From an optimization exercise on the open Yosys and OpenROAD flow, aimed at small area and few clock cycles per item; shortcuts taken in it are not production practice. Only simulation tests tie the RTL to the original design; equivalence was not proved.

## run A
==> flow/design.v (excerpt) <==
module angle_position_pid_loop #(
  parameter int ENCODER_BITS   = appl_pkg::ENCODER_BITS_DEF,
  parameter int GAIN_FRAC_BITS = appl_pkg::GAIN_FRAC_BITS_DEF
) (
  input  logic                                clk_i,
  input  logic                                rst_ni,
  input  logic                                in_valid_i,
  output logic                                in_ready_o,
  input  logic [appl_pkg::ENC_W-1:0]          encoder_count_i,
  output logic                                out_valid_o,
  input  logic                                out_ready_i,
  output logic signed [appl_pkg::CUR_W-1:0]   current_ref_o,
  input  logic                                cfg_we_i,
  input  logic [appl_pkg::CFG_IDX_W-1:0]      cfg_idx_i,
  input  logic [appl_pkg::CFG_DATA_W-1:0]     cfg_data_i
);
Settings: LEC_CHECK=0, CAP_MARGIN=20, CORE_MARGIN=2, CORE_UTILIZATION=30, SLEW_MARGIN=20, SYNTH_HIERARCHICAL=1; clock period 10.5 ns.
run.sh (not shown) runs the stock make flow with config.mk's settings and CLKGATE_MAP_FILE= SYNTH_SCRIPT=/design/flow/synth_recipe.tcl, a recipe that flattens the netlist after the stock synthesis.
Run A finished every stage and its layout cleared the timing, DRC and antenna checks.
Testbench counts of run A, summed over its fixed seeds: cycles 14,544, items 14,400.
--- input diff run A..run B ---
- CORE_UTILIZATION now 55, was 30
==> comparison <==
Relative to run A, the post-place instance area of run B is lower by 2.8%.
Looking at critical path launch point, the err_b_q[1] result is from run A; the err_b_q[8] one comes from run B.
Global-route usage over all layers for run B: 17 points up relative to run A
In run B the routed wire length turned out 3.3 mm higher than in run A.
On worst hold slack: between run A and run B, it ends up lower for run A.
Input-level comparison between run C and run B:
- changing CORE_UTILIZATION from 55 to 60
- setting GPL_TIMING_DRIVEN to 0 for the first time
Notes after the runs:
- Of run B and run C, the higher combined buffer and inverter count along the critical path belongs to run C.
- In the flow results for run B and run C, the worst endpoint required time is larger on run B.
- On fraction of area in clock buffers and inverters, run C tracks run B almost exactly.
- Min shortest clock period the worst path allows after layout across run B and run C: run B
- Of run B and run C, the run reporting the higher final cell count was run C.
- On storage element area, run B and run C are neck and neck.
- Between run B and run C, the difference in post-synthesis compound-gate area fraction is negligible.
- Going from run B to run C, filler cell count decreased by 21% relative to the old numbers; clock tree buffer count of the final layout decreased by 8.6% relative to the old numbers; number of vias in the routed layout increased by 2,085 relative to the old numbers.
The following lists how run D was set up differently from run C:
- clearing GPL_TIMING_DRIVEN, which used to be 0
- swapping 60 for 40 in CORE_UTILIZATION
In run D, peak fanout along the critical path is higher than in run C. Cmp run D and run C / first-pass iteration count of the detailed router / higher: run C. Summary — insertion delay of the later-clocked pin in the worst-skew pair, run D relative to run C: higher, by 0.03 ns. Max setup slack of the critical path after layout across run D and run C: run D. Between run D and run C, it is run D whose global-route wire length before repair is lower, by 14 mm. Per the comparison of run D with run C, register-to-register slack higher; cell depth of the worst hold path roughly the same.

Another version of the RTL of angle_position_pid_loop (not shown whole).
Size: about 3200 cells after synthesis, roughly 220 flip-flops, about 64 I/O pins.
clock: 10.5 ns
lec_check: 0
cap_margin: 20
core_margin: 2
core_utilization: 55
cts_cluster_diameter: 100
cts_cluster_size: 25
place_density: 0.5
slew_margin: 20
synth_hierarchical: 1
Testbench counts at the start, summed over its fixed seeds: cycles 14,544, items 14,400.
Rerun with:
CORE_UTILIZATION = 70   (was 55)
CTS_CLUSTER_DIAMETER = unset   (was 100)
CTS_CLUSTER_SIZE = unset   (was 25)
PLACE_DENSITY = unset   (was 0.5)
What happened: Area after synthesis is unchanged; non-clock buffer count shrinks by 12; worst setup slack degrades by 190 ps; routed wire length shrinks by a few percent; sequential share of layout area stays flat; critical path depth does not change; cell count shrinks by a few percent; register-to-register slack degrades by 190 ps; cell area grows slightly.

Starting RTL as in the previous note.
Settings: LEC_CHECK=0, CAP_MARGIN=20, CORE_MARGIN=2, CORE_UTILIZATION=55, CTS_CLUSTER_DIAMETER=100, CTS_CLUSTER_SIZE=25, SLEW_MARGIN=20, SYNTH_HIERARCHICAL=1; clock period 10.5 ns.
Testbench counts at the start, summed over its fixed seeds: cycles 14,544, items 14,400.
Edit:
- CTS_CLUSTER_DIAMETER: 100 -> default
- CTS_CLUSTER_SIZE: 25 -> default
Effect:
- count of clock-buffer cells in the layout goes up by 18
- maximum frequency stays flat
- via count goes up by 1.1%
Edit:
- CTS_CLUSTER_DIAMETER: default -> 100
- CTS_CLUSTER_SIZE: default -> 25
- PLACE_DENSITY: default -> 0.75
After rerunning:
- The new run completed without violations
- flip-flop and latch count is unchanged
- clock-buffer cell count decreases by 18
- area after synthesis is unchanged
- via count falls by 2.1%
- die area does not change
- utilization falls by 1.2 points
- wire length decreases by 10%
- design area is lower by 1.9%
- clock skew came out lower by 0.049 ns
- global-route usage drops by 3.6 points

main:
Another version of the RTL of angle_position_pid_loop (not shown whole).
For scale: ~3400 cells after synthesis, ~220 flip-flops, ~64 I/O pins.
clock: 10.5 ns
lec_check: 0
cap_margin: 20
core_margin: 2
core_utilization: 40
cts_buf_list: sky130_fd_sc_hd__clkbuf_4 sky130_fd_sc_hd__clkbuf_8
slew_margin: 20
synth_hierarchical: 1
Testbench counts of main, summed over its fixed seeds: cycles 14,544, items 14,400.
--- input diff main..the feature branch ---
diff --git a/flow/config.mk b/flow/config.mk
--- a/flow/config.mk
+++ b/flow/config.mk
@@ -9,5 +9,4 @@
 export CORE_MARGIN = 2
 export CORE_UTILIZATION = 40
-export CTS_BUF_LIST = sky130_fd_sc_hd__clkbuf_4 sky130_fd_sc_hd__clkbuf_8
 export SLEW_MARGIN = 20
 export SYNTH_HIERARCHICAL = 1
[summary]
Having completed the whole flow, the feature branch delivered a layout that passed the timing, DRC and antenna checks. For the detailed-route wire length, the feature branch came in 430 um lower than main did. Number of max-cap violations: the feature branch vs main identical. On the feature branch: detailed-route via count is 108 lower than what main gave. Final standard cell count with taps included and fillers excluded (higher): main. Changes observed in the feature branch relative to main: sequential fraction of total cell area did not really move, first-pass GRT wire length about even.

the reference run:
angle_position_pid_loop, a different RTL version from the one above (not shown whole).
For scale: roughly 3400 cells after synthesis, roughly 36000 sq um of cells after synthesis.
export LEC_CHECK = 0
export CAP_MARGIN = 20
export CORE_MARGIN = 2
export CORE_UTILIZATION = 55
export SLEW_MARGIN = 20
export SYNTH_HIERARCHICAL = 1
create_clock -name core_clock -period 10.5 [get_ports {clk_i}]
Testbench counts of the reference run, summed over its fixed seeds: cycles 14,544, items 14,400.
For the trial run, these inputs were changed with respect to the reference run:
- changing CORE_UTILIZATION from 55 to 40
==> comparison <==
Wire length per cell after detailed routing ended up about 9% lower on the trial run than on the reference run. Post-route fraction of the period consumed by the critical path, the reference run and the trial run, higher one = the reference run. Re hold slack: the reference run and the trial run aren't equal, and the lower value belongs to the trial run.

[re-timing with driven ports]
Ports are ideal in the flow. The routed layouts listed here were re-timed in OpenROAD. Step 1: set_driving_cell puts a clkbuf_16 on clk_i and a buf_2 on each other input, an assumption about the parent block. Step 2, shift: input delay + t, output delay - t, t = (earliest + latest rising clock arrival at the registers) / 2. This alone moves slack from input paths to output paths. a / b / c = ideal ports / drivers / drivers and shift; a / b = the first two.
| run | t (ns) | slack for setup (ns) | worst slew at a driven data input, ns |
|---|---|---|---|
| run A | 0.667 | 0.588 / 0.588 / 0.588 | 0.05 |
| run B | 0.624 | 0.464 / 0.464 / 0.464 | 0.04 |
| run C | 0.657 | 0.206 / 0.206 / 0.206 | 0.05 |
| run D | 0.684 | 0.559 / 0.559 / 0.559 | 0.04 |
| the first run of note 2 | 0.613 | 0.653 / 0.653 / 0.323 | 0.04 |
| the second run of note 2 | 0.656 | 0.464 / 0.464 / 0.084 | 0.06 |
| the first run of note 3 | 0.615 | 0.758 / 0.758 / 0.264 | 0.04 |
| the second run of note 3 | 0.655 | 0.744 / 0.744 / 0.203 | 0.04 |
| the third run of note 3 | 0.560 | 0.644 / 0.644 / 0.344 | 0.04 |
| main | 0.709 | 0.390 / 0.390 / 0.390 | 0.03 |
| the feature branch | 0.682 | 0.410 / 0.410 / 0.410 | 0.03 |
| the reference run | 0.651 | 0.308 / 0.308 / 0.308 | 0.10 |
| the trial run | 0.693 | 0.452 / 0.452 / 0.452 | 0.08 |
After both steps every run listed still meets setup and hold. The setup slack of the second run of note 3, which loses most, moves by 0.000 ns with the drivers and by -0.541 ns with both steps.
